This is an optimization exercise on Yosys and OpenROAD, whose aim is small area, a short achievable clock period and few clock cycles, not a production implementation. Where RTL was checked, it was by simulation tests only, not by an equivalence proof against the original.

== red ==
Design accel_top, start of the top module:
module accel_top #(
  parameter int ARRAY_N = 4
) (
  input  logic        clk,
  input  logic        arst_n,
  input  logic        psel,
  input  logic        penable,
  input  logic        pwrite,
  input  logic [11:0] paddr,
  input  logic [31:0] pwdata,
  output logic [31:0] prdata,
  output logic        pready,
  output logic        pslverr,
  output logic        interrupt,
  output logic        busy
);
  localparam int CELLS  = ARRAY_N * ARRAY_N;
  localparam int T_BITS = 58;
  logic       setup;
  logic       in_buf;
  logic       hit_ctrl, hit_status, hit_a, hit_b;
  logic       ro_bits;
  logic       dec_err;
  logic [3:0] pidx;
  logic       rd_c, rd_status, rd_ctrl, rd_other;
  assign setup      = psel && !penable;
  assign in_buf     = (paddr[1:0] == 2'b00) && (paddr[7:6] == 2'b00);
  assign hit_ctrl   = (paddr == 12'h000);
  assign hit_status = (paddr == 12'h004);
  assign hit_a      = in_buf && (paddr[11:8] == 4'h1);
  assign hit_b      = in_buf && (paddr[11:8] == 4'h2);
  assign ro_bits    = |{pwdata[31:2], pwdata[0]};
  assign pidx       = paddr[5:2];
  always_comb begin
  ...
Size in the first run: ~2100 cells after synthesis, about 710 flip-flops, ~85 I/O pins, ~0.030 mm^2 of cells after synthesis.
Settings: LEC_CHECK=0, CAP_MARGIN=20, CORE_MARGIN=2, CORE_UTILIZATION=40, CTS_BUF_LIST=sky130_fd_sc_hd__clkbuf_16, CTS_CLUSTER_DIAMETER=80, CTS_CLUSTER_SIZE=32, PLACE_DENSITY=0.6, SLEW_MARGIN=20; clock period 10.0 ns.
standard.sh (not shown) runs the stock make flow with config.mk's settings and CLKGATE_MAP_FILE= SYNTH_SCRIPT=/design/flow/synth_recipe.tcl, a recipe that flattens the netlist after the stock synthesis.
==> flow/flow/run.sh <==
#!/bin/bash
# layout flow: the standard flow, with timing repair asked for 6.6 ns of setup slack
# so that it keeps improving the achieved period beyond the 10 ns clock
set -euo pipefail
bash standard.sh SETUP_SLACK_MARGIN=6.6 finish > standard.log 2>&1
Per the final summary, red finished and its layout is clean on timing, DRC and antenna.
Testbench counts of red, summed over its fixed seeds: cycles 6,592.
The inputs of blue differ from those of red as listed below.
==> flow/flow/run.sh <==
#!/bin/bash
# layout flow: the standard flow, with timing repair asked for 6.6 ns of setup slack so
# that it keeps improving the achieved period beyond the 10 ns clock, and with plain
# buffers (rather than delay cells) on the ports
set -euo pipefail
bash standard.sh SETUP_SLACK_MARGIN=6.6 \
  "BUFFER_PORTS_ARGS=-buffer_cell sky130_fd_sc_hd__buf_2" finish > standard.log 2>&1
--- a/flow/config.mk
+++ b/flow/config.mk
@@ -8,8 +8,8 @@
 export CAP_MARGIN = 20
 export CORE_MARGIN = 2
-export CORE_UTILIZATION = 40
+export CORE_UTILIZATION = 60
 export CTS_BUF_LIST = sky130_fd_sc_hd__clkbuf_16
 export CTS_CLUSTER_DIAMETER = 80
 export CTS_CLUSTER_SIZE = 32
-export PLACE_DENSITY = 0.6
+export PLACE_DENSITY = 0.75
 export SLEW_MARGIN = 20
[summary]
- | final net count | blue vs red | 1.6% lower |
- Critical path depth is lower on blue
- blue vs red, fraction of area in registers went up by 2.4 points.
- blue ended up with pwdata[0] as its launch point of the worst path; red ended up with pwdata[4].
- Count of buffer and inverter cells on the critical path delta for blue relative to red: 1 lower
- blue against red: area growth from synthesis to layout down 4.7 points, largest fanout on the critical path shows an increase of about 3%.

========
accel_top, a different RTL version from the one above (not shown whole).
For scale: ~85 I/O pins.
Settings: LEC_CHECK=0, CAP_MARGIN=20, CORE_MARGIN=2, CORE_UTILIZATION=40, CTS_BUF_LIST=sky130_fd_sc_hd__clkbuf_16, CTS_CLUSTER_DIAMETER=60, CTS_CLUSTER_SIZE=25, PLACE_DENSITY=0.6, SLEW_MARGIN=20; clock period 10.0 ns.
==> flow/flow/run.sh <==
#!/bin/bash
# layout flow: the standard flow, with timing repair asked for 6.6 ns of setup slack
# so that it keeps improving the achieved period beyond the 10 ns clock
set -euo pipefail
bash standard.sh SETUP_SLACK_MARGIN=6.6 finish > standard.log 2>&1
Next try:
CTS_BUF_LIST = sky130_fd_sc_hd__clkbuf_4   (was sky130_fd_sc_hd__clkbuf_16)
CTS_CLUSTER_DIAMETER = not set   (was 60)
CTS_CLUSTER_SIZE = not set   (was 25)
Cell area came out higher by 2.4%.
Utilization came out higher by 1.1 points.
Clock skew came out higher by 0.020 ns.
Clock-buffer cell count came out higher by 240.
Worst setup slack gets worse by 0.055 ns.
Sequential cell count does not change.
No run of this note included a check of the RTL's function; only the layout flow was run.

========
== job 102 ==
accel_top, a different RTL version from the one above (not shown whole).
Size in the first run: about 1700 cells after synthesis, roughly 710 flip-flops.
Settings: LEC_CHECK=0, CAP_MARGIN=20, CORE_MARGIN=2, CORE_UTILIZATION=40, CTS_BUF_LIST=sky130_fd_sc_hd__clkbuf_16, CTS_CLUSTER_DIAMETER=80, CTS_CLUSTER_SIZE=32, PLACE_DENSITY=0.6, SLEW_MARGIN=20; clock period 10.0 ns.
==> flow/flow/run.sh <==
#!/bin/bash
# layout flow: the standard flow, with timing repair asked for 7.0 ns of setup slack so
# that it keeps improving the achieved period beyond the 10 ns clock, and with plain
# buffers (rather than delay cells) on the ports
set -euo pipefail
bash standard.sh SETUP_SLACK_MARGIN=7.0 \
  "BUFFER_PORTS_ARGS=-buffer_cell sky130_fd_sc_hd__buf_2" finish > standard.log 2>&1
Job 102 | stages: all done | timing, DRC, antenna: all pass
Testbench counts of job 102, summed over its fixed seeds: cycles 6,656.
Relative to job 102, the following input files were edited for job 105:
==> flow/flow/run.sh <==
#!/bin/bash
# layout flow: the standard flow, with timing repair asked for 6.8 ns of setup slack so
# that it keeps improving the achieved period beyond the 10 ns clock, and with plain
# buffers (rather than delay cells) on the ports
set -euo pipefail
bash standard.sh SETUP_SLACK_MARGIN=6.8 \
  "BUFFER_PORTS_ARGS=-buffer_cell sky130_fd_sc_hd__buf_2" finish > standard.log 2>&1
### Flow results
From job 102 to job 105 the numbers moved as follows: clock buffer count decreased by 1 relative to the old numbers; final wirelength shows a reduction of 0.48%; via count of the routed design has decreased; met3 track demand over resource in global routing went up.
Comparing job 102 and job 105, number of iterations in the first detailed-routing pass is higher on job 105.
[compare] base=job 102 new=job 105: core occupancy in the finished layout decreased by 0.64 points relative to the old numbers, fmax rose about 0.4%.
Compared with job 102, job 105 shows a worst setup slack that is 12 ps higher.

-- re-timing with driven ports --
In the flow no input, the clock included, has a driving cell. The finished layouts below were timed again as built, in two steps.
Step 1: set_driving_cell puts a clkbuf_16 on clk and a buf_2 on each other input, an assumption about the parent block.
Step 2 also shifts input and output timing later by t, the mid clock arrival at the registers, as if the neighbouring blocks saw the same clock.
a / b / c = ideal ports / drivers / drivers and shift; a / b = the first two.
run	t (ns)	setup slack, ns	worst hold slack (ns)	slew at the worst register clock pin (ns)
red	0.695	6.544 / 6.584 / 5.889	0.361 / 0.361 / 0.361	0.12 / 0.12
blue	0.667	6.646 / 6.683 / 6.016	0.375 / 0.375 / 0.375	0.12 / 0.12
the first run of note 2	0.667	6.431 / 6.431 / 6.003	0.440 / 0.440 / 0.440	0.10 / 0.10
the second run of note 2	1.079	6.376 / 6.314 / 5.609	0.404 / 0.404 / 0.404	0.07 / 0.07
job 102	0.693	6.808 / 6.750 / 6.251	0.390 / 0.390 / 0.390	0.12 / 0.12
job 105	0.671	6.821 / 6.762 / 6.207	0.388 / 0.388 / 0.388	0.12 / 0.12
After both steps setup and hold are still met in every run listed. The setup slack of the second run of note 2, which loses most, moves by -0.062 ns with the drivers and by -0.767 ns with both steps.
